Source: an optimization exercise on an open RTL-to-GDS flow (aim: small area and a short achievable clock period). Production flows keep margins and buffers that such runs may drop. RTL that was checked went through simulation tests only; none was proved equivalent to the original.

Setup of the baseline:
Design musb_mult_accum, start of the top module:
module musb_mult_accum #(
  parameter int WIDTH = 32
) (
  input  logic                 clk,
  input  logic                 rst,
  input  logic [WIDTH-1:0]     input_a,
  input  logic [WIDTH-1:0]     input_b,
  input  logic [2*WIDTH-1:0]   accum_in,
  input  logic                 signed_operation,
  input  logic [1:0]           op,
  input  logic                 enable_op,
  input  logic                 stall,
  input  logic                 flush,
  output logic [2*WIDTH-1:0]   mult_result,
  output logic                 active,
  output logic                 ready
);
Size in the first run: roughly 510 flip-flops, about 200 I/O pins, ~45000 µm² of cells after synthesis.
clock: 8.0 ns
lec_check: 0
cap_margin: 20
core_margin: 2
core_utilization: 40
slew_margin: 20
synth_hierarchical: 1
synth_minimum_keep_size: 0
run.sh (not shown) runs the stock make flow with config.mk's settings and CLKGATE_MAP_FILE= SYNTH_SCRIPT=/design/flow/synth_recipe.tcl, a recipe that flattens the netlist after the stock synthesis.
Input-level comparison between the candidate and the baseline:
- SETUP_SLACK_MARGIN now 4.5, previously not set
## What came out
Re final-layout non-clock buffer area share: the baseline and the candidate aren't equal, and the higher value belongs to the candidate. In the metrics for the baseline and the candidate, the one carrying the lower slew at the pin closest to its max-slew limit is the candidate. Per the comparison of the candidate with the baseline, global-route usage down 0.41 points, smallest setup slack after layout up 0.43 ns, wire length down about 1.4%, final period demand of the worst path down 0.43 ns. Looking at detailed router's first-iteration violation count across the baseline and the candidate, the one that comes out higher is the baseline. Summed area of non-filler cells in the final layout (the candidate vs. the baseline) increases slightly. Comparing average via count per standard cell for the baseline and the candidate, the bigger number came from the baseline.

Another version of the RTL of musb_mult_accum (not shown whole).
Size: ~3,400 cells after synthesis, about 470 flip-flops, about 200 I/O pins, ~42,000 µm² of cells after synthesis.
clock: 8.0 ns
lec_check: 0
cap_margin: 20
core_margin: 2
core_utilization: 40
cts_cluster_diameter: 120
cts_cluster_size: 25
setup_slack_margin: 4.5
slew_margin: 20
synth_hierarchical: 1
synth_minimum_keep_size: 0
The first run completed with no timing, DRC or antenna violations.
==> next run, changes <==
--- a/flow/config.mk
+++ b/flow/config.mk
@@ -9,7 +9,5 @@
 export CORE_MARGIN = 2
 export CORE_UTILIZATION = 40
-export CTS_CLUSTER_DIAMETER = 120
-export CTS_CLUSTER_SIZE = 25
-export SETUP_SLACK_MARGIN = 4.5
+export SETUP_SLACK_MARGIN = 4.6
 export SLEW_MARGIN = 20
 export SYNTH_HIERARCHICAL = 1
Core utilization rose by 1.7 points.
Setup slack barely changes.
Register-to-register slack barely changes.
Hold slack degrades by 0.013 ns.
Fmax is about the same.
Non-clock buffer count rose by 13.
Die area stays the same.
Synthesized cell count does not change.

Another version of the RTL of musb_mult_accum (not shown whole).
Size: about 510 flip-flops, about 200 I/O pins, roughly 44,000 µm² of cells after synthesis.
clock: 8.0 ns
lec_check: 0
cap_margin: 20
core_margin: 2
core_utilization: 40
setup_slack_margin: 4.5
slew_margin: 20
synth_hierarchical: 1
synth_minimum_keep_size: 0
tns_end_percent: 0
==> next run, changes <==
- TNS_END_PERCENT: 0 -> default
After rerunning: The new run produced a clean layout. Clock skew is about the same. Wire length hardly moves. Critical path depth increases by 4. Final cell count hardly moves. First-iteration DRC count grows by 3.5%. Clock-buffer cell count does not change.
No run of this note included a check of the RTL's function; only the layout flow was run.

Another version of the RTL of musb_mult_accum (not shown whole).
For scale: ~3,500 cells after synthesis, roughly 470 flip-flops, about 200 I/O pins.
Settings: LEC_CHECK=0, CAP_MARGIN=20, CORE_MARGIN=2, CORE_UTILIZATION=40, PLACE_DENSITY=0.85, SETUP_SLACK_MARGIN=4.5, SLEW_MARGIN=20, SYNTH_HIERARCHICAL=1, SYNTH_MINIMUM_KEEP_SIZE=0; clock period 8.0 ns.
The starting point finished clean.
Edit:
- PLACE_DENSITY: 0.85 -> unset
Effect:
- wire length grows by 1.9%
- design area grows by 0.37%
- maximum frequency grows by 0.80%
- sequential cell count does not change
- final cell count barely changes
- clock-buffer cell count grows by 9
- die area stays the same
- via count shrinks by 4.5%
- clock skew shrinks by 7.5 ps
- worst setup slack improved by 28 ps
Function was not checked in any run of this note: the RTL went through the layout flow alone.

musb_mult_accum with an RTL version that a note above also has.
For scale: about 3400 cells after synthesis, roughly 470 flip-flops, ~200 I/O pins, ~42000 um2 of cells after synthesis.
==> flow/config.mk <==
export PLATFORM = sky130hd
export DESIGN_NAME = musb_mult_accum
export DESIGN_NICKNAME = musb_mult_accum
export VERILOG_FILES = /design/flow/design.v
export SDC_FILE = /design/flow/constraint.sdc
export NUM_CORES = 4
export LEC_CHECK = 0
export CAP_MARGIN = 20
export CORE_MARGIN = 2
export CORE_UTILIZATION = 40
export CTS_CLUSTER_DIAMETER = 120
export CTS_CLUSTER_SIZE = 25
export SETUP_SLACK_MARGIN = 4.5
export SLEW_MARGIN = 20
export SYNTH_HIERARCHICAL = 1
export SYNTH_MINIMUM_KEEP_SIZE = 0
export TNS_END_PERCENT = 50
==> flow/constraint.sdc <==
create_clock -name core_clock -period 8.0 [get_ports {clk}]
set_input_delay 1.6000 -clock core_clock [delete_from_list [all_inputs] [get_ports {clk}]]
set_output_delay 1.6000 -clock core_clock [all_outputs]
set_load 0.01 [all_outputs]
standard.sh (not shown) runs the stock make flow with config.mk's settings and CLKGATE_MAP_FILE= SYNTH_SCRIPT=/design/flow/synth_recipe.tcl, a recipe that flattens the netlist after the stock synthesis.
==> flow/flow/run.sh <==
#!/bin/bash
# The standard layout (the standard.sh, unchanged synthesis and steps), with
# one change: the buffer that placement puts on every input and output port is
# sky130_fd_sc_hd__buf_1 instead of the cell buffer_ports picks by default.
set -euo pipefail
export BUFFER_PORTS_ARGS="-buffer_cell sky130_fd_sc_hd__buf_1"
bash standard.sh > standard.log 2>&1
Edit:
- TNS_END_PERCENT: 50 -> default
- The new run finished clean
- worst hold slack loses 0.0033 ns
- synthesized area is unchanged
Edit:
- CTS_CLUSTER_DIAMETER: 120 -> default
- CTS_CLUSTER_SIZE: 25 -> default
Effect: Setup slack improves by 0.023 ns; core utilization grows by 1.1 points; fmax came out higher by 0.68%; hold slack loses 0.0065 ns; synthesized cell count is unchanged.

Setup of rev 12:
musb_mult_accum, a different RTL version from the one above (not shown whole).
Size: ~3800 cells after synthesis, ~510 flip-flops, roughly 200 I/O pins, about 46000 um^2 of cells after synthesis.
==> flow/config.mk <==
export PLATFORM = sky130hd
export DESIGN_NAME = musb_mult_accum
export DESIGN_NICKNAME = musb_mult_accum
export VERILOG_FILES = /design/flow/design.v
export SDC_FILE = /design/flow/constraint.sdc
export NUM_CORES = 4
export LEC_CHECK = 0
export CAP_MARGIN = 20
export CORE_MARGIN = 2
export CORE_UTILIZATION = 60
export CTS_BUF_LIST = sky130_fd_sc_hd__clkbuf_8
export CTS_CLUSTER_SIZE = 30
export SETUP_SLACK_MARGIN = 4.8
export SLEW_MARGIN = 20
export SYNTH_HIERARCHICAL = 1
export SYNTH_MINIMUM_KEEP_SIZE = 0
==> flow/constraint.sdc <==
create_clock -name core_clock -period 8.0 [get_ports {clk}]
set_input_delay 1.6000 -clock core_clock [delete_from_list [all_inputs] [get_ports {clk}]]
set_output_delay 1.6000 -clock core_clock [all_outputs]
set_load 0.01 [all_outputs]
run.sh (not shown) runs the stock make flow with config.mk's settings and CLKGATE_MAP_FILE= SYNTH_SCRIPT=/design/flow/synth_recipe.tcl, a recipe that flattens the netlist after the stock synthesis.
Stock flow here: none of the scripts above is used.
--- input diff rev 12..rev 13 ---
- CTS_BUF_LIST: sky130_fd_sc_hd__clkbuf_8 -> unset
- CORE_UTILIZATION: 60 -> 40
- CTS_CLUSTER_SIZE: 30 -> unset
- SETUP_SLACK_MARGIN: 4.8 -> 4.5
==> flow/flow/run.sh (new file) <==
#!/bin/bash
# The standard layout (the standard.sh, unchanged synthesis and steps), with
# one change: the buffer that placement puts on every input and output port is
# sky130_fd_sc_hd__buf_2 instead of the cell buffer_ports picks by default.
set -euo pipefail
export BUFFER_PORTS_ARGS="-buffer_cell sky130_fd_sc_hd__buf_2"
bash standard.sh > standard.log 2>&1
==> flow/standard.sh (new file) <==
#!/bin/bash
# synth_recipe.tcl (not shown) runs the flow's synth.tcl, then flattens the netlist and writes it again
# the make line also repeats each setting of config.mk as NAME=value (left out here)
make -C /OpenROAD-flow-scripts/flow DESIGN_CONFIG=/design/flow/config.mk WORK_HOME=/design/flow/orfs CLKGATE_MAP_FILE= SYNTH_SCRIPT=/design/flow/synth_recipe.tcl "${@:-finish}"
removed: flow/run.sh
Findings:
Rev 13 vs rev 12, cell count after placement went up by about 12%. Looking at flip-flop and latch share of the layout cell area, rev 13 sits above rev 12. Summary of rev 13 over rev 12: final period demand of the worst path moved up.
Function was not checked in any run of this note: the RTL went through the layout flow alone.

musb_mult_accum with an RTL version that a note above also has.
Size: ~470 flip-flops, about 200 I/O pins.
export LEC_CHECK = 0
export CAP_MARGIN = 20
export CORE_MARGIN = 2
export CORE_UTILIZATION = 40
export CTS_CLUSTER_DIAMETER = 120
export CTS_CLUSTER_SIZE = 25
export SETUP_SLACK_MARGIN = 4.55
export SLEW_MARGIN = 20
export SYNTH_HIERARCHICAL = 1
export SYNTH_MINIMUM_KEEP_SIZE = 0
create_clock -name core_clock -period 8.0 [get_ports {clk}]
standard.sh (not shown) runs the stock make flow with config.mk's settings and CLKGATE_MAP_FILE= SYNTH_SCRIPT=/design/flow/synth_recipe.tcl, a recipe that flattens the netlist after the stock synthesis.
==> flow/flow/run.sh <==
#!/bin/bash
# The standard layout (the standard.sh, unchanged synthesis and steps), with
# one change: the buffer that placement puts on every input and output port is
# sky130_fd_sc_hd__buf_1 instead of the cell buffer_ports picks by default.
set -euo pipefail
export BUFFER_PORTS_ARGS="-buffer_cell sky130_fd_sc_hd__buf_1"
bash standard.sh > standard.log 2>&1
The baseline produced a clean layout.
==> next run, changes <==
==> flow/run.sh (new file) <==
#!/bin/bash
# synth_recipe.tcl (not shown) runs the flow's synth.tcl, then flattens the netlist and writes it again
# the make line also repeats each setting of config.mk as NAME=value (left out here)
make -C /OpenROAD-flow-scripts/flow DESIGN_CONFIG=/design/flow/config.mk WORK_HOME=/design/flow/orfs CLKGATE_MAP_FILE= SYNTH_SCRIPT=/design/flow/synth_recipe.tcl finish
--- a/flow/config.mk
+++ b/flow/config.mk
@@ -9,7 +9,5 @@
 export CORE_MARGIN = 2
 export CORE_UTILIZATION = 40
-export CTS_CLUSTER_DIAMETER = 120
-export CTS_CLUSTER_SIZE = 25
-export SETUP_SLACK_MARGIN = 4.55
+export SETUP_SLACK_MARGIN = 4.5
 export SLEW_MARGIN = 20
 export SYNTH_HIERARCHICAL = 1
removed: flow/flow/run.sh
removed: flow/standard.sh
What happened: Critical path depth fell by 1; first-iteration DRC count fell by 11%; cell area rose by 4.3%; via count fell by 1.4%; final cell count rose by 0.89%; clock skew fell by 0.0072 ns; core utilization rose by 1.8 points.

## what the ideal ports hide
The flow's constraints put no driver on any port. The routed layouts listed below were extracted and timed again, unchanged, in two steps. Step 1 assumes that a clkbuf_16 drives the clock port and a buf_2 every other input. Step 2, shift: input delay + t, output delay - t, t = (earliest + latest rising clock arrival at the registers) / 2. This alone moves slack from input paths to output paths. a / b / c = no drivers / after step 1 / after step 2; a / b = the first two.
run	t, ns	setup WS [ns]	worst register clock-pin slew, ns
the baseline	0.736	4.090 / 4.090 / 3.994	0.07 / 0.07
the candidate	0.737	4.523 / 4.523 / 3.957	0.06 / 0.06
the first run of note 2	0.682	4.529 / 4.529 / 4.250	0.11 / 0.11
the second run of note 2	0.689	4.530 / 4.530 / 4.260	0.08 / 0.08
the first run of note 3	0.708	4.392 / 4.392 / 3.979	0.07 / 0.07
the second run of note 3	0.711	4.523 / 4.523 / 4.076	0.06 / 0.06
the first run of note 4	0.694	4.469 / 4.469 / 3.997	0.07 / 0.07
the second run of note 4	0.682	4.497 / 4.497 / 4.169	0.06 / 0.06
the first run of note 5	0.691	4.397 / 4.397 / 4.104	0.12 / 0.12
the second run of note 5	0.690	4.510 / 4.510 / 4.090	0.12 / 0.12
the third run of note 5	0.681	4.534 / 4.534 / 4.411	0.07 / 0.07
rev 12	0.789	4.576 / 4.537 / 4.432	0.07 / 0.07
rev 13	0.745	4.531 / 4.531 / 4.074	0.07 / 0.07
the first run of note 7	0.690	4.569 / 4.569 / 4.492	0.12 / 0.12
the second run of note 7	0.688	4.524 / 4.489 / 4.267	0.08 / 0.08
After both steps setup and hold are still met in every run listed. The setup slack of the candidate, which loses most, moves by 0.000 ns with the drivers and by -0.566 ns with both steps.
